Background: an optimization exercise with open tools, aiming at small area, a short achievable clock period and few clock cycles per item. Do not read the settings as production practice.
RTL that was checked went through simulation tests only; none was proved equivalent to the original.
Only the layout flow was run in run 3; the RTL was not checked for function there.
Power is estimated from default activity; no workload was simulated.

## design.v

```verilog
package fp_addsub_pkg;
  typedef struct packed {
    logic                 sign;
    logic [8-1:0] exp;
    logic [23-1:0] frac;
  } fp_word_t;
  typedef struct packed {
    fp_word_t a;
    fp_word_t b;
    logic     sub;    
  } fp_op_t;
  typedef struct packed {
    logic overflow;
    logic underflow;
    logic inexact;
  } fp_flags_t;
  typedef struct packed {
    fp_word_t  value;
    fp_flags_t flags;
  } fp_res_t;
  typedef enum logic [2:0] {
    IDLE,
    PRE_NORMALIZING,
    OPERATION,
    NORMALIZING,
    SHIFTING_EXPONENT,
    ROUNDING,
    RESULT,
    RELEASE
  } lane_state_t;
endpackage
module fp_addsub_top (
  input  logic        clk,
  input  logic        rst_n,
  input  logic        in_req,
  output logic        in_ack,
  input  logic [64:0] in_op,      
  output logic        out_req,
  input  logic        out_ack,
  output logic [34:0] out_res     
);
  logic req_d, acc, v2, v3, rq;
  logic xfer, r1v, ld2;
  assign xfer    = v3 & rq & out_ack;              
  assign out_req = v3 & (rq | ~out_ack);
  assign r1v     = req_d & ~acc;                   
  assign ld2     = in_req & r1v & (~v2 | xfer);    
  assign in_ack  = in_req & (acc | ld2);
  always_ff @(posedge clk) begin
    if (!rst_n) begin
      req_d <= 1'b0;
      acc   <= 1'b0;
      v2    <= 1'b0;
      v3    <= 1'b0;
      rq    <= 1'b0;
    end else begin
      req_d <= in_req;
      acc   <= in_req & in_ack;
      v2    <= ld2 | (v2 & ~xfer);
      v3    <= v2 & ~xfer;
      rq    <= out_req & ~out_ack;
    end
  end
  logic        a_s, b_s, op_sub;
  logic [7:0]  a_e, b_e;
  logic [22:0] a_f, b_f;
  logic        a_nz, b_nz, b_gt, a_ge_e, swap, s_nz;
  logic [7:0]  d_ab, d_ba;
  logic [4:0]  sh_ab, sh_ba;
  logic        sign_a, subx_a, l_nz_a;
  logic [7:0]  l_e_a;
  logic [22:0] l_f_a;
  logic [23:0] s_m_a;
  logic [4:0]  sh_a;
  always_comb begin
    {a_s, a_e, a_f, b_s, b_e, b_f, op_sub} = in_op;
  end
  pfx_gt #(31) cmp_i (.a({a_e, a_f}), .b({b_e, b_f}), .gt(b_gt));
  bk_add #(8) dab_i (.a(a_e), .b(~b_e), .cin(1'b1), .s(d_ab), .cout(a_ge_e));
  bk_add #(8) dba_i (.a(b_e), .b(~a_e), .cin(1'b1), .s(d_ba), .cout());
  always_comb begin
    a_nz   = |a_e;
    b_nz   = |b_e;
    swap   = b_gt & b_nz;
    sign_a = swap ? (b_s ^ op_sub) : a_s;
    subx_a = a_s ^ b_s ^ op_sub;
    l_nz_a = a_nz | b_nz;
    l_e_a  = swap ? b_e : a_e;
    l_f_a  = (swap ? b_f : a_f) & {23{l_nz_a}};
    s_nz   = swap ? a_nz : b_nz;
    s_m_a  = {s_nz, (swap ? a_f : b_f) & {23{s_nz}}};
    sh_ab  = ((|d_ab[7:5]) | (d_ab[4:0] > 5'd26)) ? 5'd27 : d_ab[4:0];
    sh_ba  = ((|d_ba[7:5]) | (d_ba[4:0] > 5'd26)) ? 5'd27 : d_ba[4:0];
    sh_a   = a_ge_e ? sh_ab : sh_ba;
  end
  logic        sign1, subx1, l_nz1;
  logic [7:0]  l_e1;
  logic [22:0] l_f1;
  logic [23:0] s_m1;
  logic [4:0]  sh1;
  always_ff @(posedge clk) begin
    sign1 <= sign_a;
    subx1 <= subx_a;
    l_nz1 <= l_nz_a;
    l_e1  <= l_e_a;
    l_f1  <= l_f_a;
    s_m1  <= s_m_a;
    sh1   <= sh_a;
  end
  logic [26:0] s_sh, al;
  logic        sticky, c_b;
  logic [26:0] s_b;
  logic [27:0] sum_b;
  always_comb begin
    s_sh   = {s_m1, 3'b000} >> sh1;
    sticky = 1'b0;
    for (int j = 0; j < 24; j++) begin
      if (5'(j + 3) < sh1) sticky = sticky | s_m1[j];
    end
    al = {s_sh[26:1], s_sh[0] | sticky};
  end
  sk_add #(27) add_i (.a({l_nz1, l_f1, 3'b000}), .b(al ^ {27{subx1}}), .cin(subx1),
                      .s(s_b), .cout(c_b));
  assign sum_b = {c_b & ~subx1, s_b};
  logic        sign2, subx2;
  logic [7:0]  l_e2;
  logic [27:0] sum2;
  always_ff @(posedge clk) begin
    if (ld2) begin
      sign2 <= sign1;
      subx2 <= subx1;
      l_e2  <= l_e1;
      sum2  <= sum_b;
    end
  end
  logic        carry, zero, uf, ov, up, lost, rc, kill, g, rs, wsel;
  logic [23:0] keep;
  logic [22:0] rnd;
  logic [4:0]  lz;
  logic [31:0] lzx;
  logic [26:0] norm;
  logic [7:0]  e_f, le1;
  logic        sign_d;
  logic [7:0]  e_d;
  logic [22:0] f_d;
  logic [2:0]  fl_d;
  logic [15:0] z1;  logic [15:0]   c1;
  logic [7:0]  z2;  logic [7:0][1:0] c2;
  logic [3:0]  z3;  logic [3:0][2:0] c3;
  logic [1:0]  z4;  logic [1:0][3:0] c4;
  always_comb begin
    lzx = {sum2[26:0], 5'b11111};
    for (int k = 0; k < 16; k++) begin
      z1[k] = ~lzx[2*k+1] & ~lzx[2*k];
      c1[k] = ~lzx[2*k+1];
    end
    for (int k = 0; k < 8; k++) begin
      z2[k] = z1[2*k+1] & z1[2*k];
      c2[k] = z1[2*k+1] ? {1'b1, c1[2*k]} : {1'b0, c1[2*k+1]};
    end
    for (int k = 0; k < 4; k++) begin
      z3[k] = z2[2*k+1] & z2[2*k];
      c3[k] = z2[2*k+1] ? {1'b1, c2[2*k]} : {1'b0, c2[2*k+1]};
    end
    for (int k = 0; k < 2; k++) begin
      z4[k] = z3[2*k+1] & z3[2*k];
      c4[k] = z3[2*k+1] ? {1'b1, c3[2*k]} : {1'b0, c3[2*k+1]};
    end
    lz = z4[1] ? {1'b1, c4[0]} : {1'b0, c4[1]};
  end
  always_comb begin
    carry = sum2[27];
    zero  = (sum2 == 28'd0);
    norm  = sum2[26:0] << lz;                  
    if (carry) begin
      keep = sum2[27:4];
      g    = sum2[3];
      rs   = |sum2[2:0];
    end else if (sum2[26]) begin
      keep = sum2[26:3];
      g    = sum2[2];
      rs   = |sum2[1:0];
    end else begin
      keep = sum2[25:2];
      g    = sum2[1];
      rs   = sum2[0];
    end
    up   = g & (rs | keep[0]);
    lost = g | rs;
    rc   = up & (&keep);
    wsel = carry | sum2[26] | sum2[25];
  end
  bk_add #(23) rnd_i (.a(keep[22:0]), .b(23'd0), .cin(up), .s(rnd), .cout());
  bk_add #(8)  le1_i (.a(l_e2), .b(8'd0), .cin(1'b1), .s(le1), .cout());
  bk_add #(8)  ef_i  (.a(le1), .b(carry ? 8'h00 : {3'b111, ~lz}), .cin(rc), .s(e_f), .cout());
  always_comb begin
    if (carry)          ov = (l_e2 >= 8'd254) | ((l_e2 == 8'd253) & rc);
    else if (sum2[26])  ov = (l_e2 == 8'd255) | ((l_e2 == 8'd254) & rc);
    else if (sum2[25])  ov = (l_e2 == 8'd255) & rc;
    else                ov = 1'b0;
    uf   = ~zero & ~carry & (l_e2[7:5] == 3'd0) & (l_e2[4:0] <= lz);
    kill = uf | ov;
    sign_d = zero ? (sign2 & ~subx2) : sign2;
    e_d    = ov ? 8'hff : ((zero | uf) ? 8'd0 : e_f);
    f_d    = kill ? 23'd0 : (wsel ? rnd : norm[25:3]);
    fl_d   = {ov, uf, lost | kill};
  end
  logic        sign3;
  logic [7:0]  e3;
  logic [22:0] f3;
  logic [2:0]  fl3;
  always_ff @(posedge clk) begin
    sign3 <= sign_d;
    e3    <= e_d;
    f3    <= f_d;
    fl3   <= fl_d;
  end
  assign out_res = {sign3, e3, f3, fl3};
endmodule
module bk_add #(parameter int N = 8) (
  input  logic [N-1:0] a,
  input  logic [N-1:0] b,
  input  logic         cin,
  output logic [N-1:0] s,
  output logic         cout
);
  logic [N-1:0] p, gg, pp;
  always_comb begin
    p     = a ^ b;
    gg    = a & b;
    pp    = p;
    gg[0] = gg[0] | (p[0] & cin);
    for (int l = 0; (1 << l) < N; l++) begin
      for (int i = (2 << l) - 1; i < N; i += (2 << l)) begin
        gg[i] = gg[i] | (pp[i] & gg[i - (1 << l)]);
        pp[i] = pp[i] & pp[i - (1 << l)];
      end
    end
    for (int l = 30; l >= 0; l--) begin
      if ((2 << l) <= N) begin
        for (int i = 3 * (1 << l) - 1; i < N; i += (2 << l)) begin
          gg[i] = gg[i] | (pp[i] & gg[i - (1 << l)]);
          pp[i] = pp[i] & pp[i - (1 << l)];
        end
      end
    end
    s[0] = p[0] ^ cin;
    for (int i = 1; i < N; i++) s[i] = p[i] ^ gg[i - 1];
    cout = gg[N - 1];
  end
endmodule
module sk_add #(parameter int N = 8) (
  input  logic [N-1:0] a,
  input  logic [N-1:0] b,
  input  logic         cin,
  output logic [N-1:0] s,
  output logic         cout
);
  logic [N-1:0] p, gg, pp;
  always_comb begin
    p     = a ^ b;
    gg    = a & b;
    pp    = p;
    gg[0] = gg[0] | (p[0] & cin);
    for (int l = 0; (1 << l) < N; l++) begin
      for (int i = 0; i < N; i++) begin
        if ((i & (1 << l)) != 0) begin
          gg[i] = gg[i] | (pp[i] & gg[(i & ~((1 << l) - 1)) - 1]);
          pp[i] = pp[i] & pp[(i & ~((1 << l) - 1)) - 1];
        end
      end
    end
    s[0] = p[0] ^ cin;
    for (int i = 1; i < N; i++) s[i] = p[i] ^ gg[i - 1];
    cout = gg[N - 1];
  end
endmodule
module pfx_gt #(parameter int N = 8) (
  input  logic [N-1:0] a,
  input  logic [N-1:0] b,
  output logic         gt
);
  logic [N-1:0] gg, tt;
  always_comb begin
    gg = b & ~a;
    tt = b | ~a;
    for (int l = 0; (1 << l) < N; l++) begin
      for (int i = (2 << l) - 1; i < N; i += (2 << l)) begin
        gg[i] = gg[i] | (tt[i] & gg[i - (1 << l)]);
        tt[i] = tt[i] & tt[i - (1 << l)];
      end
    end
    for (int l = 30; l >= 0; l--) begin
      if ((2 << l) <= N) begin
        for (int i = 3 * (1 << l) - 1; i < N; i += (2 << l)) begin
          gg[i] = gg[i] | (tt[i] & gg[i - (1 << l)]);
          tt[i] = tt[i] & tt[i - (1 << l)];
        end
      end
    end
    gt = gg[N - 1];
  end
endmodule
```

## flow/run.sh

```bash
#!/bin/bash
set -e
echo 'export BUFFER_PORTS_ARGS = -buffer_cell sky130_fd_sc_hd__buf_1' >> config.mk
bash standard.sh > standard.log 2>&1
```

## standard.sh

```bash
#!/bin/bash
# synth_recipe.tcl (not shown) runs the flow's synth.tcl, then flattens the netlist and writes it again
# the make line also repeats each setting of config.mk as NAME=value (left out here)
make -C /OpenROAD-flow-scripts/flow DESIGN_CONFIG=/design/flow/config.mk WORK_HOME=/design/flow/orfs CLKGATE_MAP_FILE= SYNTH_SCRIPT=/design/flow/synth_recipe.tcl "${@:-finish}"
```

## config.mk

```make
export PLATFORM = sky130hd
export DESIGN_NAME = fp_addsub_top
export DESIGN_NICKNAME = fp_addsub_top
export VERILOG_FILES = /design/flow/design.v
export SDC_FILE = /design/flow/constraint.sdc
export NUM_CORES = 4
export LEC_CHECK = 0
export ABC_AREA = 1
export CAP_MARGIN = 20
export CORE_MARGIN = 2
export CORE_UTILIZATION = 40
export SETUP_SLACK_MARGIN = 3.3
export SLEW_MARGIN = 20
export TNS_END_PERCENT = 5
export BUFFER_PORTS_ARGS = -buffer_cell sky130_fd_sc_hd__buf_1
```

## constraint.sdc

```tcl
create_clock -name core_clock -period 6.5 [get_ports {clk}]
set_input_delay 1.3000 -clock core_clock [delete_from_list [all_inputs] [get_ports {clk}]]
set_output_delay 1.3000 -clock core_clock [all_outputs]
set_load 0.01 [all_outputs]
```

==> summary.txt, run 1 <==
STA
  • Crit path time final: 3.501 ns
  • Hold Slack: 0.4024 ns
  • Final Max Tran Viols: 0
  • Highest Clock Rate: 285.7 MHz
  • Final hold viol count: 0
  • Setup_tns: 0 ns
  • RSZ-0062 raised after global routing: true
  • Worst slew pin tran: 1.074 ns
  • Final worst slack: 2.999 ns
  • Clk_skew: 0.01146 ns
  • Fin crit share: 0.5386
  • Final setup vio count: 0
  • Rel. slew slack: 0.2813

Setup path
  • Critical path class: reg -> reg
  • CP Max Fanout: 7
  • Crit path launch: sh1[0]
  • Critical Path AT: 3.70 ns
  • Worst Reg-to-Reg Cells: 21
  • Type of origin of the critical path: flip-flop
  • Critical path required time: 6.70 ns
  • Crit end category: flip-flop
  • R2r startpoint: sh1[0]

Placed design
  • Dpl ws: 2.018 ns
  • DP HPWL: 27840 microns
  • Final GP Congestion: 0.9208
  • DP Area: 0.01256 sq mm
  • IO Port Bufs: 105

Clocking
  • CTS tree: done
  • H-Tree Depth: 4
  • Clock Sink Count: 141
  • Reg clk slew, reported paths: 0.07 ns
  • CTS root buf: clkbuf_16
  • Total CTS buffers: 17
  • CTS Hold Buffers Added: 0
  • Clock tree buffer depth: 2
  • Clk latency of the worst-skew pair: 0.44 ns

Floorplanning
  • Die width: 177.1 microns
  • Number of top-level pins: 106
  • Row count: 63
  • Initial cell density of the core: 0.4057
  • Die Height: 177.1 microns
  • Full die area: 0.03138 sq mm
  • Core area: 0.02956 sq mm

Power
  • Overall Power: 3.686 mW
  • P_sw: 1.478 mW
  • Switching Fraction: 0.4011
  • Sequential Power Share: 0.304
  • Leakage: 7.026 nW
  • Power Dens Cells: 252.5 mW/mm^2
  • Peak ir drop on the vdd network: 197.8 uV
  • Clock Power Share: 0.284
  • Combinational power share: 0.412
  • P_int: 2.208 mW

Yosys
  • Cell count after synthesis: 1850
  • Mapped Area: 0.01199 sq mm
  • Post-synth EDFFs: 38
  • Post-synth net total: 2005
  • Synthesis Warnings: 38
  • Sequential element share of the synthesized area: 0.2671
  • Flops & latches, synth: 141
  • Most used DFF post-synth: dfxtp_1
  • Number of distinct library cells after synthesis: 60
  • Ys async rst share: 0
  • Mean Syn Cell Area: 6.482 sq um

Hold path
  • Hold Path Origin: l_e1[3]
  • Hold crit path type: reg -> reg
  • Hold path cells: 0

Final layout
  • Area Overhead vs Synth: 21.77%
  • Share of cells above drive strength 1: 0.1371
  • Inserted Diodes: 0
  • Final Instance Area: 0.01460 sq mm
  • Nets: 2140

GRT
  • Total GRT Usage: 0.2396
  • First-pass GRT wire length: 59890 microns
  • Number of global-route vias before repair: 11.44k
  • Initial antenna violation count: 0
  • Total gr overflow: 0
  • Pin count of the biggest net entering global routing: 64

Drt
  • Drt total wl: 38740 microns
  • Iteration count of the initial detailed-routing pass: 5
  • Iteration-0 DRC Markers: 1062
  • Routed length per instance: 16.22 microns
  • Vias: 12.63k
  • Via density: 5.290
  • Remaining design rule violation count: 0
  • Antenna-violating nets left: 0

Flow run
  • Max_cap viols: 0

Run status
  • Status: complete, no violations
-- cell type report --
| class | instances | area, sq um |
|---|---|---|
| clock buffer | 17 | 425.4 |
| clock inverter | 15 | 192.7 |
| fill | 3043 | 14960 |
| inverter | 213 | 870.8 |
| multi-input combinational | 1422 | 8182 |
| sequential | 141 | 3219 |
| tap | 390 | 488.0 |
| timing repair buffer | 187 | 1205 |
| timing repair inverter | 3 | 18.77 |
-- flip-flops by register name, indices dropped and copies added (netlist names), 3 cells and up --
name / count
s_m1: 24
l_e2: 8
l_f1: 23
l_e1: 8
sum2: 28
fl3: 3
f3: 23
e3: 8
sh1: 5
-- per-stage QoR --
| stage | instances | util |
|---|---|---|
| after CTS | 2348 | 0.4703 |
| after floorplan | 1850 | - |
| final | 2388 | 0.4940 |
| after global placement | 2277 | 0.4250 |
| after detailed placement | 2277 | 0.4250 |
| after global routing | 2388 | 0.4940 |
-- cell usage in the layout, fill, tap and decap left out, types with 39 or more instances in the layout --
master,instances
dfxtp_1,98
nor2_1,162
inv_1,195
ha_1,69
buf_4,67
xor2_1,39
nand2_1,500
buf_1,103
a21oi_1,87
o21ai_0,54
nand3_1,214
-- metal layers --
layer | up-vias | wire length, microns | GRT usage
li1 | 6343 | - | -
met1 | 5718 | 16930 | 0.3161
met2 | 482 | 18430 | 0.4006
met3 | 89 | 1970 | 0.02878
met4 | 0 | 1404 | 0.08884
met5 | - | 0 | 0
-- final timing paths --
path / endpoint / slack [ns]
setup reg to reg: sum2[8] / 3.00
hold / removal: l_e2[3] / 0.40
setup / recovery: sum2[8] / 3.00
hold reg to reg: l_e2[3] / 0.40
-- power groups by stage --
| stage | combinational (mW) | sequential (mW) | clock [mW] |
|---|---|---|---|
| 3_3_place_gp | 1.22 | 1.14 | 0 |
| 6_report | 1.52 | 1.12 | 1.05 |
| 2_1_floorplan | 0.927 | 1.13 | 0 |
| 5_1_grt | 1.70 | 1.13 | 1.10 |
| 3_5_place_dp | 1.24 | 1.14 | 0 |
| 4_1_cts | 1.38 | 1.12 | 1.06 |
-- synthesized netlist by cell type, types with 5 or more instances --
cell type,number,share of area
xor2_1,39,0.028
fa_1,15,0.025
o21ai_0,92,0.038
edfxtp_1,38,0.095
buf_6,6,0.0056
nor2_1,177,0.055
clkbuf_1,26,0.0081
nand2_2,5,0.0026
ha_1,71,0.074
o221ai_1,5,0.0037
nand3b_1,5,0.0031
inv_1,200,0.063
a31oi_1,7,0.0037
o211ai_1,26,0.016
buf_2,31,0.013
nand4_1,13,0.0068
a21oi_1,98,0.041
or2_2,10,0.0052
o22ai_1,7,0.0037
a211oi_1,6,0.0038
buf_4,11,0.0069
xnor2_1,10,0.0073
buf_1,6,0.0019
nand2_1,523,0.16
dfxtp_1,103,0.17
inv_2,10,0.0031
o21bai_1,5,0.0031
o21ai_1,13,0.0054
nor3_1,14,0.0058
nand3_1,219,0.091
-- worst max-delay path: stages (launching register included) --
cell       delay, ns
dfxtp_4         0.37
buf_12          0.15
buf_8           0.13
nand2_4         0.06
nand3_2         0.07
nand2_2         0.08
nor2_2          0.04
a31oi_2         0.18
o21ai_2         0.11
a2111oi_4       0.33
nand3_1         0.13
nor3_2          0.21
ha_2            0.23
ha_4            0.13
nand2_1         0.04
nand3b_1        0.16
nand2_2         0.10
nand2_2         0.06
nand2_4         0.09
inv_2           0.04
fa_2            0.50
inv_1           0.03
-- timing repair --
item                       in CTS  in global routing
pin swaps                      12                 27
setup endpoints to repair     122                119
cloned                          8                  5
gates resized for setup       114                104
buffers inserted               31                 35
-- cell families (layout without fill, tap and decap cells) --
logic type	after synthesis	after routing	share of synthesized area
simple gates	986	991	0.3506
buf+inv	293	435	0.1024
compound gates	293	294	0.1434
fa+ha+maj	86	86	0.09912
xor+xnor	49	49	0.03579
mux	2	2	0.001670
flops	141	141	0.2671
Testbench counts, summed over its fixed seeds: cycles 9,608, items 3,200.
==> inputs of run 2 (changes only) <==
--- a/config.mk
+++ b/config.mk
@@ -11,2 +11,4 @@
 export CORE_UTILIZATION = 40
+export CTS_BUF_LIST = sky130_fd_sc_hd__clkbuf_8
+export CTS_CLUSTER_SIZE = 30
 export SETUP_SLACK_MARGIN = 3.3
==> run 2 against run 1 <==
  * Flip-flop and latch count did not move
  * Design area rose by 0.13%
  * Critical endpoint unchanged
  * Worst setup slack improved by 0.0017 ns
  * Fmax barely moved
  * Combinational power rose by 4%
  * First-iteration DRC count fell by 11%
  * Via count rose by 0.36%
  * Sequential share of layout area barely moved
  * Final cell count rose by 0.75%
  * Non-clock buffer count rose by 18
==> summary.txt, run 2 <==
Setup path
  • Type of origin of the critical path: flip-flop
  • Slowest CP cell: fa_2
  • Worst Reg-to-Reg Cells: 20
  • Crit end category: flip-flop
  • R2R setup slack: 3.00 ns
  • End of the worst register-to-register path: sum2[8]
  • Critical path required time: 6.73 ns
  • R2r startpoint: sh1[0]
  • Critical Path AT: 3.73 ns
  • CP Cell Sequence: buf_12 -> buf_8 -> buf_6 -> nand2_4 -> nand3_2 -> a31oi_4 -> o21ai_2 -> a2111oi_4 -> nand3_1 -> nor3_2 -> ha_2 -> ha_4 -> nand2_1 -> nand3b_1 -> nand2_2 -> nand2_2 -> nand2_4 -> inv_2 -> fa_2 -> inv_1
  • Critical path class: reg -> reg
  • Crit-path max cell delay: 0.50 ns
  • CP Max Fanout: 5

STA
  • Setup_tns: 0 ns
  • RSZ-0062 raised after global routing: true
  • Highest Clock Rate: 285.8 MHz
  • Final Max Tran Viols: 0
  • Clk_skew: 0.01426 ns
  • Rel. slew slack: 0.2279
  • Crit path time final: 3.499 ns
  • Worst slew pin tran: 1.147 ns
  • Final hold viol count: 0
  • Final worst slack: 3.001 ns
  • Final setup vio count: 0
  • Fin crit share: 0.5383

Power
  • P_sw: 1.467 mW
  • P_int: 2.023 mW
  • Switching Fraction: 0.4203
  • Clock Power Share: 0.226
  • Sequential Power Share: 0.321
  • Power Dens Cells: 238.7 mW/mm^2
  • Leakage: 7.053 nW
  • Combinational power share: 0.453
  • Peak ir drop on the vdd network: 128.2 uV

Hold path
  • Hold path cells: 0
  • Hold crit path type: reg -> reg
  • Hold EP: l_e2[3]
  • Hold Path Origin: l_e1[3]

Final layout
  • Max reg flops: 28
  • Share of cells above drive strength 1: 0.1538
  • Commonest non-fill, non-tap cell in the layout: nand2_1
  • Area Overhead vs Synth: 21.92%
  • Most frequent cells in the layout: nand2_1, nand3_1, inv_1
  • Nets: 2158
  • Registers with the most flip-flops: sum2 x28, s_m1 x24
  • Inserted Diodes: 0
  • Largest Register: sum2
  • Fin cells: 2406

Yosys
  • Mux share of post-synthesis cell area: 0.001669
  • Cell count after synthesis: 1850
  • Flops & latches, synth: 141
  • Synth Area in Simple Gates: 0.3506
  • Mean Syn Cell Area: 6.482 sq um
  • Largest cells by area after synthesis: dfxtp_1, nand2_1, edfxtp_1
  • Synth area leader: dfxtp_1
  • Most used DFF post-synth: dfxtp_1
  • Top post-synthesis cells by count: nand2_1, nand3_1, inv_1, nor2_1, dfxtp_1
  • Synthesis Warnings: 38
  • Post-Synth Adder-Cell Area: 0.09912
  • Post-synth net total: 2005
  • Ys async rst share: 0
  • Number of distinct library cells after synthesis: 60
  • Synth top area share: 0.1720
  • Mapped Area: 0.01199 sq mm
  • Post-synthesis compound-gate area fraction: 0.1434
  • Xor/xnor share of the synthesized area: 0.03579
  • Post-synth EDFFs: 38
  • Largest family of logic cells by synthesized area: simple AND/OR/NAND/NOR gates
  • Sequential element share of the synthesized area: 0.2671
  • Most numerous cell in the Yosys netlist: nand2_1

Flow run
  • Max_cap viols: 0

Placed design
  • IO Port Bufs: 105
  • Final GP Congestion: 0.9208
  • Dpl ws: 2.018 ns
  • DP HPWL: 27840 microns
  • # placed instances: 2277

Clocking
  • Reg clk slew, reported paths: 0.10 ns
  • H-Tree Depth: 4
  • CTS tree: done
  • Total CTS buffers: 17
  • Clock Sink Count: 141
  • Clock tree buffer depth: 2
  • CTS Hold Buffers Added: 0
  • CTS root buf: clkbuf_8
  • Clk latency of the worst-skew pair: 0.47 ns

Floorplanning
  • Core area: 0.02956 sq mm
  • Die Height: 177.1 microns
  • Full die area: 0.03138 sq mm
  • Number of top-level pins: 106
  • Initial cell density of the core: 0.4057
  • Row count: 63
  • Die width: 177.1 microns

Drt
  • Via density: 5.269
  • Remaining design rule violation count: 0
  • Iteration-0 DRC Markers: 940
  • Drt total wl: 39120 microns
  • Routed length per instance: 16.26 microns
  • Antenna-violating nets left: 0
  • Vias: 12.68k
  • Iteration count of the initial detailed-routing pass: 6

GRT
  • Number of global-route vias before repair: 11.49k
  • Initial antenna violation count: 0
  • Total gr overflow: 0
  • Total GRT Usage: 0.2387
  • First-pass GRT wire length: 59670 microns
  • Pin count of the biggest net entering global routing: 64

Run status
  • Status: complete, no violations
## run 2: cell counts after synthesis
Identical to the previous run, type by type.
## run 2: what timing repair did
item                       in CTS  in global routing
setup endpoints to repair     122                119
gates resized for setup       117                120
cloned                          8                  8
hold endpoints to repair        0                  0
pin swaps                      15                 44
buffers inserted               37                 44
## run 2: power by group through the flow
stage	registers, mW	logic (mW)	clock network, mW
after global placement	1.14	1.22	0
after CTS	1.12	1.39	0.799
after detailed placement	1.14	1.24	0
final	1.12	1.58	0.789
after floorplan	1.13	0.927	0
after global routing	1.13	1.77	0.841
## run 2: worst max-delay path, delay by kind of cell (launching register included)
kind            cells  cell delay, ns
fa+ha+maj           3            0.86
simple gates        9            0.94
buf+inv             5            0.47
flops               1            0.38
compound gates      3            0.60
## run 2: how the worst max path moves through the flow
stage | startpoint | endpoint | depth (start not counted)
finish | sh1[0] | sum2[8] | 20
detailed placement | sh1[2] | sum2[18] | 18
global placement | sh1[0] | sum2[17] | 23
floorplan | in_req | in_ack | 4
CTS | sum2[27] | e3[7] | 19
global route | sh1[0] | sum2[18] | 23
## run 2: cell type report
| type | count | area (sq um) |
|---|---|---|
| multi-input cells | 1422 | 8238 |
| repair inverters | 3 | 18.77 |
| repair buffers | 205 | 1359 |
| fillers | 3029 | 14940 |
| clock buffers | 17 | 234.0 |
| well taps | 390 | 488.0 |
| clock inverters | 15 | 192.7 |
| inverters | 213 | 870.8 |
| flip-flops and latches | 141 | 3219 |
## run 2: logic make-up (layout without fill, tap and decap cells)
| logic type | Yosys count | after routing |
|---|---|---|
| simple gates | 986 | 991 |
| fa+ha+maj | 86 | 86 |
| xor+xnor | 49 | 49 |
| buf+inv | 293 | 453 |
| flops | 141 | 141 |
| mux | 2 | 2 |
| compound gates | 293 | 294 |
## run 2: routing by layer
layer,part of all wire,track usage,vias to the layer above
met5,0,0,-
met4,0.035,0.08815,0
met3,0.055,0.03265,78
li1,-,-,6379
met1,0.43,0.3139,5737
met2,0.48,0.3974,483
## run 2: stage by stage
stage	hold WS [ns]	util	area [sq um]	power, mW
after floorplan	0.3855	-	12010	2.055
after global placement	0.3863	0.4250	12560	2.365
after detailed placement	0.3887	0.4250	12560	2.380
after CTS	0.4043	0.4662	13780	3.308
after global routing	0.4155	0.4946	14620	3.741
final	0.4041	0.4946	14620	3.489
==> inputs of run 3 (changes only) <==
--- a/design.v
+++ b/design.v
@@ -69,3 +69,3 @@
   logic [4:0]  sh_ab, sh_ba;
-  logic        sign_a, subx_a, l_nz_a;
+  logic        sign_a, subx_a;
   logic [7:0]  l_e_a;
@@ -86,12 +86,11 @@
     subx_a = a_s ^ b_s ^ op_sub;
-    l_nz_a = a_nz | b_nz;
     l_e_a  = swap ? b_e : a_e;
-    l_f_a  = (swap ? b_f : a_f) & {23{l_nz_a}};
-    s_nz   = swap ? a_nz : b_nz;
-    s_m_a  = {s_nz, (swap ? a_f : b_f) & {23{s_nz}}};
-    sh_ab  = ((|d_ab[7:5]) | (d_ab[4:0] > 5'd26)) ? 5'd27 : d_ab[4:0];
-    sh_ba  = ((|d_ba[7:5]) | (d_ba[4:0] > 5'd26)) ? 5'd27 : d_ba[4:0];
+    l_f_a  = swap ? b_f : a_f;
+    s_nz   = a_nz & b_nz;
+    s_m_a  = {s_nz, swap ? a_f : b_f};
+    sh_ab  = (~s_nz | (|d_ab[7:5]) | (d_ab[4:0] > 5'd26)) ? 5'd27 : d_ab[4:0];
+    sh_ba  = (~s_nz | (|d_ba[7:5]) | (d_ba[4:0] > 5'd26)) ? 5'd27 : d_ba[4:0];
     sh_a   = a_ge_e ? sh_ab : sh_ba;
   end
-  logic        sign1, subx1, l_nz1;
+  logic        sign1, subx1;
   logic [7:0]  l_e1;
@@ -103,3 +102,2 @@
     subx1 <= subx_a;
-    l_nz1 <= l_nz_a;
     l_e1  <= l_e_a;
@@ -119,5 +117,5 @@
     end
-    al = {s_sh[26:1], s_sh[0] | sticky};
+    al = {s_sh[26:1], s_sh[0] | (sticky & s_m1[23])};
   end
-  sk_add #(27) add_i (.a({l_nz1, l_f1, 3'b000}), .b(al ^ {27{subx1}}), .cin(subx1),
+  sk_add #(27) add_i (.a({1'b1, l_f1, 3'b000}), .b(al ^ {27{subx1}}), .cin(subx1),
                       .s(s_b), .cout(c_b));
@@ -172,3 +170,3 @@
     carry = sum2[27];
-    zero  = (sum2 == 28'd0);
+    zero  = (l_e2 == 8'd0) | (sum2 == 28'd0);
     norm  = sum2[26:0] << lz;                  
@@ -204,4 +202,4 @@
     e_d    = ov ? 8'hff : ((zero | uf) ? 8'd0 : e_f);
-    f_d    = kill ? 23'd0 : (wsel ? rnd : norm[25:3]);
-    fl_d   = {ov, uf, lost | kill};
+    f_d    = (kill | zero) ? 23'd0 : (wsel ? rnd : norm[25:3]);
+    fl_d   = {ov, uf, (lost & ~zero) | kill};
   end
--- a/config.mk
+++ b/config.mk
@@ -11,4 +11,2 @@
 export CORE_UTILIZATION = 40
-export CTS_BUF_LIST = sky130_fd_sc_hd__clkbuf_8
-export CTS_CLUSTER_SIZE = 30
 export SETUP_SLACK_MARGIN = 3.3
==> run 3 against run 2 <==
  * Fmax rose by 2.7%
  * Non-clock buffer count is 34 higher
  * Clock power up 28%
  * Count of clock-buffer cells in the layout unchanged
  * Design area grew 3.5%
  * First-iteration DRC count increased by 12%
  * Sequential power hardly changed
  * Combinational power about the same
  * Flip-flop and latch count down 1
  * Routed wire length decreased by 2.8%
  * Die area fell by 1.3%
  * Global-route usage up 0.67 points
==> summary.txt, run 3 <==
Setup path
  • Type of origin of the critical path: flip-flop
  • Crit end category: flip-flop
  • Worst Reg-to-Reg Cells: 23
  • Critical path required time: 6.87 ns
  • R2R setup slack: 3.09 ns
  • Critical Path AT: 3.78 ns
  • Critical path class: reg -> reg
  • R2r startpoint: sum2[26]
  • CP Max Fanout: 5
  • End of the worst register-to-register path: f3[15]

Yosys
  • Mux share of post-synthesis cell area: 0.0008456
  • Mean Syn Cell Area: 6.617 sq um
  • Most numerous cell in the Yosys netlist: nand2_1
  • Post-Synth Adder-Cell Area: 0.09936
  • Synthesis Warnings: 38
  • Flops & latches, synth: 140
  • Ys async rst share: 0
  • Cell count after synthesis: 1789
  • Synth area leader: dfxtp_1
  • Synth top area share: 0.1725
  • Number of distinct library cells after synthesis: 62
  • Post-synth EDFFs: 38
  • Sequential element share of the synthesized area: 0.2689
  • Largest family of logic cells by synthesized area: simple AND/OR/NAND/NOR gates
  • Post-synth net total: 1943
  • Post-synthesis compound-gate area fraction: 0.1329
  • Most used DFF post-synth: dfxtp_1
  • Xor/xnor share of the synthesized area: 0.03477
  • Mapped Area: 0.01184 sq mm
  • Largest cells by area after synthesis: dfxtp_1, nand2_1, nand3_1
  • Synth Area in Simple Gates: 0.3592
  • Top post-synthesis cells by count: nand2_1, nand3_1, inv_1, dfxtp_1, nor2_1

Final layout
  • Max reg flops: 28
  • Share of cells above drive strength 1: 0.2030
  • Area Overhead vs Synth: 27.82%
  • Fillers: 2808
  • Largest Register: sum2
  • Commonest non-fill, non-tap cell in the layout: nand2_1
  • Registers with the most flip-flops: sum2 x28, s_m1 x24
  • Nets: 2131
  • Fin cells: 2374
  • Inserted Diodes: 0
  • Most frequent cells in the layout: nand2_1, nand3_1, inv_1

Power
  • Leakage: 7.236 nW
  • Power Dens Cells: 244.5 mW/mm^2
  • Peak ir drop on the vdd network: 187.0 uV

GRT
  • Pin count of the biggest net entering global routing: 57
  • Initial antenna violation count: 1
  • Number of global-route vias before repair: 11.70k
  • Total GRT Usage: 0.2453
  • Routing usage on met1: 0.3133
  • First-pass GRT wire length: 60290 microns
  • GR peak layer: met2
  • GR Layer Usage met2: 0.4075
  • Met3 Use GR: 0.03811
  • Total gr overflow: 0

STA
  • Rel. slew slack: 0.5168
  • RSZ-0062 raised after global routing: true
  • Final setup vio count: 0
  • Final Max Tran Viols: 0
  • Final hold viol count: 0
  • Clk_skew: 0.01710 ns
  • Fin crit share: 0.5241
  • Setup_tns: 0 ns
  • Highest Clock Rate: 293.6 MHz
  • Worst slew pin tran: 0.7240 ns
  • Crit path time final: 3.406 ns

Drt
  • Iteration-0 DRC Markers: 1054
  • Antenna-violating nets left: 0
  • Remaining design rule violation count: 0
  • Vias: 12.58k
  • Routed length per instance: 16.02 microns
  • Via density: 5.299
  • Drt total wl: 38030 microns
  • Iteration count of the initial detailed-routing pass: 7

Placed design
  • Final GP Congestion: 0.9171
  • IO Port Bufs: 105
  • DP HPWL: 25500 microns
  • # placed instances: 2209

Floorplanning
  • Full die area: 0.03099 sq mm
  • Row count: 62
  • Initial cell density of the core: 0.4091
  • Core area: 0.02894 sq mm
  • Die Height: 176.0 microns
  • Die width: 176.0 microns
  • Number of top-level pins: 106

Clocking
  • CTS root buf: clkbuf_16
  • Total CTS buffers: 17
  • CTS tree: done
  • Clock Sink Count: 140
  • Reg clk slew, reported paths: 0.07 ns
  • H-Tree Depth: 4
  • Clock tree buffer depth: 2
  • Clk latency of the worst-skew pair: 0.44 ns

Hold path
  • Hold Path Origin: l_e1[6]
  • Hold EP: l_e2[6]
  • Hold path cells: 0
  • Hold crit path type: reg -> reg

Flow run
  • Max_cap viols: 0

Run status
  • Status: complete, no violations
[run 3: kinds of logic after synthesis]
group                      after synthesis
and+or+nand+nor                        967
buffers and inverters                  283
AOI/OAI and AO/OA                      266
DFF                                    140
adders and majority gates               85
xor gates and xnor gates                47
muxes                                    1
[run 3: per-stage QoR]
step / instance area, sq um / worst slack, ns / hold slack (ns) / utilization / total power, mW
floorplan: 11860 / 2.808 / 0.3855 / - / 2.021
global placement: 12350 / 2.113 / 0.3892 / 0.4268 / 2.291
detailed placement: 12350 / 1.996 / 0.4026 / 0.4268 / 2.303
CTS: 14560 / 3.177 / 0.4100 / 0.5031 / 3.533
global route: 15130 / 2.853 / 0.4249 / 0.5229 / 3.940
finish: 15130 / 3.094 / 0.4027 / 0.5229 / 3.700
[run 3: cell type report]
type	instances	area (sq um)	share of cell area
multi-input combinational	1371	8265	0.5463
tap	384	480.5	0.03175
clock buffer	17	425.4	0.02812
timing repair inverter	2	17.52	0.001158
sequential	140	3203	0.2117
timing repair buffer	239	1714	0.1133
inverter	206	864.6	0.05714
clock inverter	15	160.2	0.01058
[run 3: where the power goes]
group | total [mW] | switching (mW) | internal (mW)
Clock | 1.01 | 0.439 | 0.572
Combinational | 1.56 | 0.935 | 0.624
Sequential | 1.13 | 0.0916 | 1.04
Total | 3.70 | 1.46 | 2.23
[run 3: what timing repair did]
item	in CTS	in global routing
hold endpoints to repair	0	0
setup buffers	102	16
hold buffers	0	0
setup endpoints to repair	118	115
resized for setup	188	115
gates cloned	14	1
pin swaps	48	62
[run 3: worst max path at each step]
stage	to	slack, ns	from	cells after the start
floorplan	in_ack	2.81	in_req	4
global placement	sum2[27]	2.11	sh1[0]	17
detailed placement	sum2[27]	2.00	sh1[0]	17
CTS	in_ack	3.18	in_req	7
global route	e3[7]	2.85	sum2[26]	22
finish	f3[15]	3.09	sum2[26]	23
[run 3: worst max-delay path: stages, from the launching register on]
cell and delay [ns]:
edfxtp_1 0.38, buf_6 0.15, buf_12 0.12, buf_16 0.13, nand2_1 0.06, o211ai_1 0.07
o21ai_1 0.12, nand2_1 0.11, buf_4 0.14, buf_4 0.12, buf_4 0.12, buf_4 0.12
buf_4 0.12, buf_4 0.12, buf_4 0.12, buf_4 0.13, nor3_1 0.30, and2_1 0.20
ha_1 0.16, xor2_1 0.19, nand2_1 0.07, o21ai_0 0.11, a21oi_1 0.06, nor2_1 0.10
[run 3: per-layer routing]
metal  routed length [microns]  share of wire  vias to the layer above
met5                         0              0                        -
met4                      1646          0.043                        0
met3                      2234          0.059                      120
met2                     17970           0.47                      530
met1                     16180           0.43                     5655
li1                          -              -                     6276
==> inputs of run 4 (changes only) <==
--- a/design.v
+++ b/design.v
@@ -67,3 +67,3 @@
   logic        a_nz, b_nz, b_gt, a_ge_e, swap, s_nz;
-  logic [7:0]  d_ab, d_ba;
+  logic [7:0]  d_ab, d_ba, d_abm1;
   logic [4:0]  sh_ab, sh_ba;
@@ -78,4 +78,4 @@
   pfx_gt #(31) cmp_i (.a({a_e, a_f}), .b({b_e, b_f}), .gt(b_gt));
-  bk_add #(8) dab_i (.a(a_e), .b(~b_e), .cin(1'b1), .s(d_ab), .cout(a_ge_e));
-  bk_add #(8) dba_i (.a(b_e), .b(~a_e), .cin(1'b1), .s(d_ba), .cout());
+  cmp_add #(8) ed_i (.a(a_e), .b(~b_e), .s0(d_abm1), .s1(d_ab), .c1(a_ge_e));
+  assign d_ba = ~d_abm1;
   always_comb begin
@@ -139,3 +139,3 @@
   logic [26:0] norm;
-  logic [7:0]  e_f, le1;
+  logic [7:0]  e_f, e_w0, e_w1, e_n0, e_n1;
   logic        sign_d;
@@ -171,3 +171,8 @@
     zero  = (l_e2 == 8'd0) | (sum2 == 28'd0);
-    norm  = sum2[26:0] << lz;                  
+    norm  = sum2[26:0];
+    if (lz[4]) norm = norm << 16;
+    if (lz[3]) norm = norm << 8;
+    if (lz[2]) norm = norm << 4;
+    if (lz[1]) norm = norm << 2;
+    if (lz[0]) norm = norm << 1;
     if (carry) begin
@@ -191,4 +196,5 @@
   bk_add #(23) rnd_i (.a(keep[22:0]), .b(23'd0), .cin(up), .s(rnd), .cout());
-  bk_add #(8)  le1_i (.a(l_e2), .b(8'd0), .cin(1'b1), .s(le1), .cout());
-  bk_add #(8)  ef_i  (.a(le1), .b(carry ? 8'h00 : {3'b111, ~lz}), .cin(rc), .s(e_f), .cout());
+  cmp_add #(8) ew_i (.a(l_e2), .b(carry ? 8'h01 : {8{~sum2[26]}}), .s0(e_w0), .s1(e_w1), .c1());
+  cmp_add #(8) en_i (.a(l_e2), .b({3'b111, ~lz[4:1], 1'b1}), .s0(e_n0), .s1(e_n1), .c1());
+  assign e_f = wsel ? (rc ? e_w1 : e_w0) : (lz[0] ? e_n0 : e_n1);
   always_comb begin
@@ -274,2 +280,61 @@
   end
+endmodule
+module ks_add #(parameter int N = 8) (
+  input  logic [N-1:0] a,
+  input  logic [N-1:0] b,
+  input  logic         cin,
+  output logic [N-1:0] s,
+  output logic         cout
+);
+  logic [N-1:0] p, gg, pp, gn, pn;
+  always_comb begin
+    p     = a ^ b;
+    gg    = a & b;
+    pp    = p;
+    gg[0] = gg[0] | (p[0] & cin);
+    for (int l = 0; (1 << l) < N; l++) begin
+      gn = gg;
+      pn = pp;
+      for (int i = (1 << l); i < N; i++) begin
+        gn[i] = gg[i] | (pp[i] & gg[i - (1 << l)]);
+        pn[i] = pp[i] & pp[i - (1 << l)];
+      end
+      gg = gn;
+      pp = pn;
+    end
+    s[0] = p[0] ^ cin;
+    for (int i = 1; i < N; i++) s[i] = p[i] ^ gg[i - 1];
+    cout = gg[N - 1];
+  end
+endmodule
+module cmp_add #(parameter int N = 8) (
+  input  logic [N-1:0] a,
+  input  logic [N-1:0] b,
+  output logic [N-1:0] s0,
+  output logic [N-1:0] s1,
+  output logic         c1
+);
+  logic [N-1:0] p, gg, pp, gn, pn;
+  always_comb begin
+    p  = a ^ b;
+    gg = a & b;
+    pp = p;
+    for (int l = 0; (1 << l) < N; l++) begin
+      gn = gg;
+      pn = pp;
+      for (int i = (1 << l); i < N; i++) begin
+        gn[i] = gg[i] | (pp[i] & gg[i - (1 << l)]);
+        pn[i] = pp[i] & pp[i - (1 << l)];
+      end
+      gg = gn;
+      pp = pn;
+    end
+    s0[0] = p[0];
+    s1[0] = ~p[0];
+    for (int i = 1; i < N; i++) begin
+      s0[i] = p[i] ^ gg[i - 1];
+      s1[i] = p[i] ^ (gg[i - 1] | pp[i - 1]);
+    end
+    c1 = gg[N - 1] | pp[N - 1];
+  end
 endmodule
==> run 4 against run 3 <==
  * Still clean on timing, DRC and antenna
  * Non-clock buffer count down 70
  * Combinational power grew 6%
  * Area after synthesis rose by 0.60%
  * Fmax decreased by 5.3%
  * Die area up 0.59%
  * Routed wire length fell by 0.20%
  * Final cell count is 0.34% lower
  * Count of clock-buffer cells in the layout grew 1
  * Clock skew is 0.0037 ns lower
  * Worst setup slack got worse by 0.19 ns
  * Sequential power hardly changed
  * Critical path type unchanged
  * Largest cell class unchanged
  * Highest routed layer unchanged
==> summary.txt, run 4 <==
Run status
  • Status: complete, no violations

Drt
  • Drt total wl: 37950 microns
  • Remaining design rule violation count: 0
  • Max layer used: met4
  • Routed length per instance: 16.04 microns
  • Antenna-violating nets left: 0
  • Met2 wire len: 17520 microns
  • Iteration count of the initial detailed-routing pass: 6
  • Wire length on met1: 16240 microns
  • DR WL met3: 2437 microns
  • Iteration-0 DRC Markers: 1039
  • Vias: 12.87k
  • Via density: 5.441

Flow run
  • Max_cap viols: 0

Yosys
  • Cell count after synthesis: 1840
  • Mean Syn Cell Area: 6.472 sq um
  • Post-synth net total: 1983
  • Synth top area share: 0.1715
  • Number of distinct library cells after synthesis: 65
  • Most numerous cell in the Yosys netlist: nand2_1
  • Post-synth EDFFs: 38
  • Sequential element share of the synthesized area: 0.2673
  • Synth area leader: dfxtp_1
  • Flops & latches, synth: 140
  • Synthesis Warnings: 27
  • Top post-synthesis cells by count: nand2_1, nand3_1, inv_1, nor2_1, dfxtp_1
  • Ys async rst share: 0
  • Most used DFF post-synth: dfxtp_1
  • Largest cells by area after synthesis: dfxtp_1, nand2_1, edfxtp_1
  • Mapped Area: 0.01191 sq mm

STA
  • Final setup vio count: 0
  • Final Max Tran Viols: 0
  • Final hold viol count: 0
  • Crit path time final: 3.599 ns
  • Worst slew pin tran: 0.7358 ns
  • Fin crit share: 0.5536
  • Setup_tns: 0 ns
  • Rel. slew slack: 0.5089
  • Highest Clock Rate: 277.9 MHz
  • RSZ-0062 raised after global routing: true
  • Clk_skew: 0.01343 ns

Final layout
  • Inserted Diodes: 0
  • Fin cells: 2366
  • Nets: 2106
  • End-of-flow core utilization: 0.4806
  • Fillers: 3060
  • Area Overhead vs Synth: 18.98%
  • Largest Register: sum2
  • Registers with the most flip-flops: sum2 x28, s_m1 x24
  • Share of cells above drive strength 1: 0.1306
  • Final Instance Area: 0.01417 sq mm
  • Max reg flops: 28
  • Commonest non-fill, non-tap cell in the layout: nand2_1
  • Most frequent cells in the layout: nand2_1, nand3_1, inv_1

Setup path
  • Slowest CP cell: dfxtp_4
  • CP Cell Sequence: buf_12 -> clkinvlp_4 -> buf_6 -> nand2_4 -> nand3_2 -> o21ai_2 -> inv_2 -> nand2_2 -> o21ai_2 -> a211oi_2 -> xor2_1 -> ha_1 -> nand2_2 -> nor2_2 -> a211oi_2 -> nand2_4 -> nand2_2 -> nand2_2 -> fa_2 -> xor2_1
  • Critical path required time: 6.69 ns
  • Cell mode on critical path: nand2_2
  • Critical path class: reg -> reg
  • Top delay family on crit path: compound AO/OA/AOI/OAI gates
  • Type of origin of the critical path: flip-flop
  • Crit end category: flip-flop
  • CP Max Fanout: 7
  • Buf/Inv on CP: 4
  • Critical Path AT: 3.79 ns
  • Crit-path max cell delay: 0.36 ns

GRT
  • Initial antenna violation count: 0
  • Pin count of the biggest net entering global routing: 57
  • Total gr overflow: 0
  • Number of global-route vias before repair: 11.82k
  • Total GRT Usage: 0.2425
  • First-pass GRT wire length: 60580 microns

Floorplanning
  • Number of top-level pins: 106
  • Die width: 176.5 microns
  • Core area: 0.02948 sq mm
  • Die Height: 176.5 microns
  • Full die area: 0.03117 sq mm
  • Row count: 63
  • Initial cell density of the core: 0.4040

Power
  • Combinational power share: 0.438
  • Leakage: 6.792 nW
  • Switching Fraction: 0.4094
  • Clock Power Share: 0.258
  • Peak ir drop on the vdd network: 198.6 uV
  • Sequential Power Share: 0.303
  • Power Dens Cells: 265.3 mW/mm^2
  • P_int: 2.221 mW
  • P_sw: 1.539 mW

Placed design
  • IO Port Bufs: 105
  • DP Area: 0.01254 sq mm
  • DP HPWL: 27900 microns
  • Final GP Congestion: 0.9983
  • # placed instances: 2276

Clocking
  • H-Tree Depth: 4
  • Clock Sink Count: 140
  • Clock tree buffer depth: 2
  • Clk latency of the worst-skew pair: 0.44 ns
  • CTS root buf: clkbuf_16
  • Total CTS buffers: 17
  • Reg clk slew, reported paths: 0.06 ns
  • CTS tree: done

Hold path
  • Hold crit path type: reg -> reg
## run 4: cell count changes after synthesis, moves of 11 or more
cell / delta
xor2_1: +11
a21oi_1: +14
nand2_2: -12
a22oi_1: +21
nor2_1: +43
buf_2: -11
nand3_1: -11
## run 4: worst register-to-register path: cells and delay by family (launching register included)
family / cells / cell delay (ns)
compound gates: 4 / 0.75
xor+xnor: 2 / 0.33
simple gates: 8 / 0.61
fa+ha+maj: 2 / 0.67
buf+inv: 4 / 0.62
flops: 1 / 0.36
## run 4: final timing paths
path	endpoint	startpoint	cells after the start	slack [ns]
min reg2reg	l_e2[4]	l_e1[4]	0	0.40
max reg2reg	sum2[17]	sh1[0]	20	2.90
max	sum2[17]	sh1[0]	20	2.90
min	l_e2[4]	l_e1[4]	0	0.40
## run 4: area by class of cell
type | count | area (sq um) | area share
multi-input cells | 1418 | 8071 | 0.5696
flip-flops and latches | 140 | 3197 | 0.2256
repair buffers | 169 | 989.7 | 0.06985
inverters | 214 | 828.3 | 0.05845
well taps | 390 | 488.0 | 0.03444
clock buffers | 18 | 439.2 | 0.03099
clock inverters | 14 | 133.9 | 0.009448
repair inverters | 3 | 22.52 | 0.001589
## run 4: kinds of logic after synthesis
family / count (synthesis) / synth area share
simple gates: 980 / 0.3530
compound gates: 303 / 0.1569
buf+inv: 283 / 0.09740
flops: 140 / 0.2673
fa+ha+maj: 74 / 0.08090
xor+xnor: 56 / 0.04119
mux: 4 / 0.003362
## run 4: per-stage QoR
| stage | power [mW] | setup WS (ns) | hold WS, ns |
|---|---|---|---|
| 2_1_floorplan | 2.121 | 2.808 | 0.3855 |
| 3_3_place_gp | 2.473 | 1.819 | 0.3898 |
| 3_5_place_dp | 2.474 | 1.840 | 0.3913 |
| 4_1_cts | 3.601 | 2.921 | 0.4057 |
| 5_1_grt | 4.013 | 2.752 | 0.4091 |
| 6_report | 3.760 | 2.901 | 0.4040 |
## run 4: power by group through the flow
| stage | registers [mW] | logic (mW) | clock network, mW |
|---|---|---|---|
| after floorplan | 1.13 | 0.988 | 0 |
| after global placement | 1.15 | 1.32 | 0 |
| after detailed placement | 1.15 | 1.32 | 0 |
| after CTS | 1.13 | 1.48 | 0.988 |
| after global routing | 1.15 | 1.84 | 1.03 |
| final | 1.14 | 1.65 | 0.971 |
## run 4: metal layers
| layer | track usage | up-vias |
|---|---|---|
| met5 | 0 | - |
| met4 | 0.1229 | 0 |
| met3 | 0.04048 | 130 |
| met2 | 0.3993 | 552 |
| met1 | 0.3056 | 5826 |
| li1 | - | 6365 |
## run 4: what timing repair did
item / CTS / global route
pin swaps: 16 / 32
hold buffers: 0 / 0
buffers inserted: 30 / 22
endpoints found under the setup margin: 121 / 119
gates resized for setup: 92 / 82
cloned: 5 / 1
Testbench counts of run 4, summed over its fixed seeds: cycles 9,608, items 3,200.
==> inputs of run 5 (changes only) <==
--- a/config.mk
+++ b/config.mk
@@ -11,3 +11,3 @@
 export CORE_UTILIZATION = 40
-export SETUP_SLACK_MARGIN = 3.3
+export SETUP_SLACK_MARGIN = 3.0
 export SLEW_MARGIN = 20
==> run 5 against run 4 <==
  * Global-route usage decreased by 0.072 points
  * Sequential share of layout area down 0.20 points
  * Largest power group unchanged
  * Clock skew rose by 0.0028 ns
  * Count of clock-buffer cells in the layout unchanged
  * Total power is 1.1% higher
  * Highest routed layer unchanged
  * Synthesized cell count is the same
  * Clock power about the same
==> summary.txt, run 5 <==
Yosys
  • Post-synth net total: 1983
  • Flops & latches, synth: 140
  • Ys async rst share: 0
  • Sequential element share of the synthesized area: 0.2673
  • Mean Syn Cell Area: 6.472 sq um
  • Number of distinct library cells after synthesis: 65
  • Synth area leader: dfxtp_1
  • Synth top area share: 0.1715
  • Post-synth EDFFs: 38
  • Most used DFF post-synth: dfxtp_1
  • Largest cells by area after synthesis: dfxtp_1, nand2_1, edfxtp_1
  • Most numerous cell in the Yosys netlist: nand2_1
  • Synthesis Warnings: 27
  • Mapped Area: 0.01191 sq mm
  • Top post-synthesis cells by count: nand2_1, nand3_1, inv_1, nor2_1, dfxtp_1
  • Cell count after synthesis: 1840

Drt
  • Iteration count of the initial detailed-routing pass: 5
  • Antenna-violating nets left: 0
  • Vias: 12.99k
  • Via density: 5.489
  • Remaining design rule violation count: 0
  • Drt total wl: 39580 microns
  • Routed length per instance: 16.72 microns
  • Iteration-0 DRC Markers: 1198

Setup path
  • End of the worst register-to-register path: sum2[16]
  • CP Max Fanout: 7
  • Crit end category: flip-flop
  • CP Cell Sequence: buf_12 -> buf_4 -> clkinvlp_2 -> nand2_1 -> nand3_1 -> o21ai_1 -> o32ai_2 -> a221o_1 -> a21oi_2 -> ha_2 -> ha_4 -> nand2_1 -> inv_2 -> nand3_2 -> nand2_2 -> nand2_2 -> nand2_4 -> nand2_2 -> nand2_2 -> fa_2
  • Slowest CP cell: fa_2
  • R2r startpoint: sh1[0]
  • Top delay family on crit path: compound AO/OA/AOI/OAI gates
  • Worst Reg-to-Reg Cells: 20
  • Cell mode on critical path: nand2_2
  • Critical path required time: 6.67 ns
  • Critical path class: reg -> reg
  • Crit-path max cell delay: 0.43 ns
  • Type of origin of the critical path: flip-flop
  • Critical Path AT: 3.79 ns
  • R2R setup slack: 2.88 ns
  • Buf/Inv on CP: 4

Floorplanning
  • Row count: 63
  • Die width: 176.5 microns
  • Die Height: 176.5 microns
  • Number of top-level pins: 106
  • Initial cell density of the core: 0.4040
  • Full die area: 0.03117 sq mm
  • Core area: 0.02948 sq mm

Run status
  • Status: complete, no violations

STA
  • Final hold viol count: 0
  • Fin crit share: 0.5566
  • Rel. slew slack: 0.5114
  • Highest Clock Rate: 276.4 MHz
  • RSZ-0062 raised after global routing: true
  • Crit path time final: 3.618 ns
  • Worst slew pin tran: 0.7312 ns
  • Final worst slack: 2.882 ns
  • Clk_skew: 0.01624 ns
  • Final setup vio count: 0
  • Final Max Tran Viols: 0
  • Setup_tns: 0 ns

Power
  • Leakage: 6.845 nW
  • Power Dens Cells: 266.0 mW/mm^2
  • Peak ir drop on the vdd network: 198.8 uV

GRT
  • Initial antenna violation count: 0
  • Number of global-route vias before repair: 11.80k
  • First-pass GRT wire length: 60420 microns
  • Total GRT Usage: 0.2418
  • Pin count of the biggest net entering global routing: 57
  • Total gr overflow: 0

Final layout
  • End-of-flow core utilization: 0.4849
  • Fillers: 3053
  • Fin cells: 2367
  • Share of cells above drive strength 1: 0.1345
  • Commonest non-fill, non-tap cell in the layout: nand2_1
  • Area of the multi-input gates: 0.008093 sq mm
  • Nets: 2107
  • Area Overhead vs Synth: 20.05%
  • Registers with the most flip-flops: sum2 x28, s_m1 x24
  • Largest Register: sum2
  • Most frequent cells in the layout: nand2_1, nand3_1, inv_1
  • Max reg flops: 28
  • Inserted Diodes: 0
  • Sequential cell area: 0.003197 sq mm

Clocking
  • CTS tree: done
  • Total CTS buffers: 17
  • Clk latency of the worst-skew pair: 0.44 ns
  • CTS root buf: clkbuf_16
  • Reg clk slew, reported paths: 0.06 ns
  • CTS Hold Buffers Added: 0
  • H-Tree Depth: 4
  • Clock tree buffer depth: 2
  • Clock Sink Count: 140

Placed design
  • IO Port Bufs: 105
  • Dpl ws: 1.840 ns
  • Final GP Congestion: 0.9983
  • DP HPWL: 27900 microns
  • # placed instances: 2276

Hold path
  • Hold path cells: 0
  • Hold crit path type: reg -> reg
  • Hold EP: l_e2[6]
  • Hold Path Origin: l_e1[6]

Flow run
  • Max_cap viols: 0
## run 5: cells by family after synthesis
family,after synthesis,synth area share
buf+inv,283,0.09740
xor+xnor,56,0.04119
fa+ha+maj,74,0.08090
simple gates,980,0.3530
mux,4,0.003362
compound gates,303,0.1569
flops,140,0.2673
## run 5: worst max-delay path by stage
stage / startpoint / to / cells after the start
final: sh1[0] / sum2[16] / 20
after global routing: sh1[0] / sum2[17] / 20
after CTS: in_op[24] / l_f1[1] / 21
after detailed placement: sh1[0] / sum2[17] / 21
after global placement: sh1[0] / sum2[17] / 21
after floorplan: in_req / in_ack / 4
## run 5: layer usage
layer | track usage | up-vias | routed length (microns)
li1 | - | 6361 | -
met2 | 0.3983 | 564 | 18790
met4 | 0.1209 | 0 | 1604
met3 | 0.03962 | 131 | 2363
met1 | 0.3056 | 5936 | 16820
met5 | 0 | - | 0
## run 5: where the power goes
group | switching [mW] | internal (mW)
registers | 0.0888 | 1.05
clock network | 0.427 | 0.544
logic | 1.05 | 0.640
total | 1.57 | 2.23
## run 5: metrics by stage
step | power [mW] | hold slack, ns | instance area (sq um)
after global placement | 2.473 | 0.3898 | 12540
after floorplan | 2.121 | 0.3855 | 11930
after detailed placement | 2.474 | 0.3913 | 12540
after global routing | 4.054 | 0.4091 | 14300
final | 3.803 | 0.4036 | 14300
after CTS | 3.583 | 0.4057 | 13610
## run 5: layout make-up
class / instances / share of cell area
Multi-Input combinational cell: 1417 / 0.5661
Sequential cell: 140 / 0.2236
Timing Repair Buffer: 170 / 0.07649
Inverter: 214 / 0.05768
Tap cell: 390 / 0.03413
Clock buffer: 18 / 0.03072
Clock inverter: 14 / 0.009365
Timing Repair inverter: 4 / 0.001925
## run 5: repair_timing
action | CTS | global route
endpoints found under the setup margin | 112 | 115
gates cloned | 5 | 6
pin swaps | 8 | 38
gates resized for setup | 85 | 100
setup buffers | 22 | 26
==> inputs of run 6 (changes only) <==
--- a/config.mk
+++ b/config.mk
@@ -11,3 +11,3 @@
 export CORE_UTILIZATION = 40
-export SETUP_SLACK_MARGIN = 3.0
+export SETUP_SLACK_MARGIN = 2.8
 export SLEW_MARGIN = 20
==> run 6 against run 5 <==
  * Hold slack worse by 0.0018 ns
  * Die area unchanged
  * Synthesized cell count is the same
  * Design area shrank 2.6%
==> summary.txt, run 6 <==
Drt
  • Iteration count of the initial detailed-routing pass: 7
  • Vias: 12.78k
  • Via density: 5.398
  • Drt total wl: 38190 microns
  • Remaining design rule violation count: 0
  • Iteration-0 DRC Markers: 1271
  • Routed length per instance: 16.13 microns
  • Antenna-violating nets left: 0

Setup path
  • Critical path required time: 6.67 ns
  • Critical Path AT: 3.84 ns
  • CP Max Fanout: 12
  • Critical path class: reg -> reg
  • Crit-path max cell delay: 0.42 ns
  • Slowest CP cell: dfxtp_2
  • Crit end category: flip-flop
  • Type of origin of the critical path: flip-flop
  • CP Cell Sequence: buf_12 -> clkinvlp_4 -> buf_12 -> o21ai_2 -> mux2i_1 -> a22oi_1 -> nand2_1 -> xor2_1 -> ha_1 -> a21oi_2 -> o21ai_2 -> a21oi_2 -> inv_2 -> a211oi_2 -> nand2_2 -> fa_2 -> xor2_1

GRT
  • GR peak layer: met2
  • First-pass GRT wire length: 59770 microns
  • Met3 Use GR: 0.03295
  • Total GRT Usage: 0.2386
  • Total gr overflow: 0
  • Number of global-route vias before repair: 11.42k
  • Pin count of the biggest net entering global routing: 57
  • Initial antenna violation count: 0
  • GR Layer Usage met2: 0.3911
  • Routing usage on met1: 0.3213

Final layout
  • Share of cells above drive strength 1: 0.1057
  • Registers with the most flip-flops: sum2 x28, s_m1 x24
  • Max reg flops: 28
  • Most frequent cells in the layout: nand2_1, nand3_1, inv_1
  • Inserted Diodes: 0
  • Final Instance Area: 0.01392 sq mm
  • Largest Register: sum2
  • End-of-flow core utilization: 0.4722
  • Commonest non-fill, non-tap cell in the layout: nand2_1
  • Nets: 2107
  • Fillers: 3082
  • Area Overhead vs Synth: 16.90%

Clocking
  • Clk latency of the worst-skew pair: 0.43 ns
  • H-Tree Depth: 4
  • Clock tree buffer depth: 2
  • Total CTS buffers: 17
  • Reg clk slew, reported paths: 0.06 ns
  • CTS tree: done
  • CTS root buf: clkbuf_16
  • Clock Sink Count: 140

STA
  • Worst slew pin tran: 0.7318 ns
  • Crit path time final: 3.666 ns
  • Final worst slack: 2.834 ns
  • RSZ-0062 raised after global routing: true
  • Final Max Tran Viols: 0
  • Fin crit share: 0.5640
  • Final setup vio count: 0
  • Highest Clock Rate: 272.8 MHz
  • Final hold viol count: 0
  • Rel. slew slack: 0.5110
  • Hold Slack: 0.4018 ns
  • Clk_skew: 0.01673 ns
  • Setup_tns: 0 ns

Yosys
  • Synth top area share: 0.1715
  • Cell count after synthesis: 1840
  • Sequential element share of the synthesized area: 0.2673
  • Most used DFF post-synth: dfxtp_1
  • Number of distinct library cells after synthesis: 65
  • Synth area leader: dfxtp_1
  • Mapped Area: 0.01191 sq mm
  • Mean Syn Cell Area: 6.472 sq um
  • Most numerous cell in the Yosys netlist: nand2_1
  • Ys async rst share: 0
  • Post-synth EDFFs: 38
  • Top post-synthesis cells by count: nand2_1, nand3_1, inv_1, nor2_1, dfxtp_1
  • Synthesis Warnings: 27
  • Post-synth net total: 1983
  • Flops & latches, synth: 140
  • Largest cells by area after synthesis: dfxtp_1, nand2_1, edfxtp_1

Floorplanning
  • Core area: 0.02948 sq mm
  • Die width: 176.5 microns
  • Die Height: 176.5 microns
  • Row count: 63
  • Initial cell density of the core: 0.4040
  • Full die area: 0.03117 sq mm
  • Number of top-level pins: 106

Flow run
  • Max_cap viols: 0

Placed design
  • Final GP Congestion: 1.035
  • Dpl ws: 1.794 ns
  • IO Port Bufs: 105
  • DP HPWL: 27970 microns
  • DP Area: 0.01254 sq mm

Hold path
  • Hold crit path type: reg -> reg

Power
  • Power Dens Cells: 263.0 mW/mm^2
  • Leakage: 6.718 nW
  • Peak ir drop on the vdd network: 210.6 uV

Run status
  • Status: complete, no violations
-- run 6: final timing paths --
check         start       end  slack, ns  cells past startpoint
max          sh1[1]  sum2[17]       2.83                     17
max reg2reg  sh1[1]  sum2[17]       2.83                     17
min           sign1     sign2       0.40                      0
min reg2reg   sign1     sign2       0.40                      0
-- run 6: per-stage QoR --
step / power, mW / cells
2_1_floorplan: 2.121 / 1840
3_3_place_gp: 2.471 / 2276
3_5_place_dp: 2.476 / 2276
4_1_cts: 3.507 / 2328
5_1_grt: 3.898 / 2367
6_report: 3.661 / 2367
-- run 6: worst max-delay path: cells and delay by family (launching register included) --
| kind | cells | cell delay [ns] |
|---|---|---|
| buffers and inverters | 4 | 0.51 |
| muxes | 1 | 0.14 |
| xor gates and xnor gates | 2 | 0.32 |
| AOI/OAI and AO/OA | 6 | 1.08 |
| and+or+nand+nor | 2 | 0.23 |
| DFF | 1 | 0.42 |
| adders and majority gates | 2 | 0.69 |
-- run 6: where the power goes --
group / switching, mW / internal (mW) / leakage, nW / total (mW)
combinational: 0.984 / 0.580 / 5.24 / 1.56
sequential: 0.0889 / 1.05 / 1.21 / 1.14
clock: 0.409 / 0.549 / 0.272 / 0.958
-- run 6: per-layer routing --
layer	share of wire	routed length, microns
met1	0.44	16720
met2	0.46	17420
met3	0.068	2601
met4	0.038	1442
met5	0	0
-- run 6: repair_timing --
item / in CTS / in global routing
pin swaps: 6 / 18
gates cloned: 4 / 3
resized for setup: 44 / 61
endpoints found under the setup margin: 56 / 76
buffers inserted: 16 / 36
hold buffers: 0 / 0
-- run 6: cell families (layout without fill, tap and decap cells) --
group / count (synthesis) / after routing / synth area share
and+or+nand+nor: 980 / 980 / 0.3530
DFF: 140 / 140 / 0.2673
AOI/OAI and AO/OA: 303 / 303 / 0.1569
buffers and inverters: 283 / 420 / 0.09740
muxes: 4 / 4 / 0.003362
xor gates and xnor gates: 56 / 56 / 0.04119
adders and majority gates: 74 / 74 / 0.08090
-- run 6: final cells by class --
class | count | area (sq um) | area share
clock buffer | 23 | 467.9 | 0.03361
timing repair inverter | 5 | 32.53 | 0.002337
multi-input combinational | 1417 | 7835 | 0.5628
timing repair buffer | 169 | 991.0 | 0.07118
sequential | 140 | 3197 | 0.2296
inverter | 214 | 822.0 | 0.05905
tap | 390 | 488.0 | 0.03505
clock inverter | 9 | 88.84 | 0.006381

separate check: timing with driven ports:
How much do the figures lean on ideal ports? The routed layouts below were timed once more, with nothing changed but the port constraints. Step 1 sets driving cells, clkbuf_16 on the clock port and buf_2 on the other inputs (assumed; they add their load-dependent delay and slew). Step 2 adds t to the input delays and takes it off the output delays; t is the mean of the earliest and latest rising clock arrival at the registers after step 1. Input paths then give back, and output paths get back, about the clock's delay inside the block. Three values: ideal ports, drivers, drivers and shift; two values: the first two.
run | t, ns | slack for setup (ns) | hold WS [ns] | clock arrival spread, ns | worst register clock-pin slew, ns
run 1 | 0.485 | 2.999 / 2.999 / 2.683 | 0.402 / 0.402 / 0.402 | 0.011 / 0.012 | 0.07 / 0.07
run 2 | 0.502 | 3.001 / 3.001 / 2.683 | 0.404 / 0.404 / 0.404 | 0.015 / 0.015 | 0.10 / 0.10
run 3 | 0.485 | 3.094 / 3.094 / 2.641 | 0.403 / 0.403 / 0.403 | 0.018 / 0.018 | 0.07 / 0.07
run 4 | 0.486 | 2.901 / 2.901 / 2.631 | 0.404 / 0.404 / 0.404 | 0.014 / 0.014 | 0.07 / 0.07
run 5 | 0.483 | 2.882 / 2.882 / 2.714 | 0.404 / 0.404 / 0.404 | 0.016 / 0.016 | 0.07 / 0.07
run 6 | 0.476 | 2.834 / 2.834 / 2.517 | 0.402 / 0.402 / 0.402 | 0.017 / 0.017 | 0.07 / 0.07
After both steps every run listed still meets setup and hold. For run 3, which loses most, drivers alone change the setup slack by 0.000 ns; drivers and shift together by -0.453 ns.
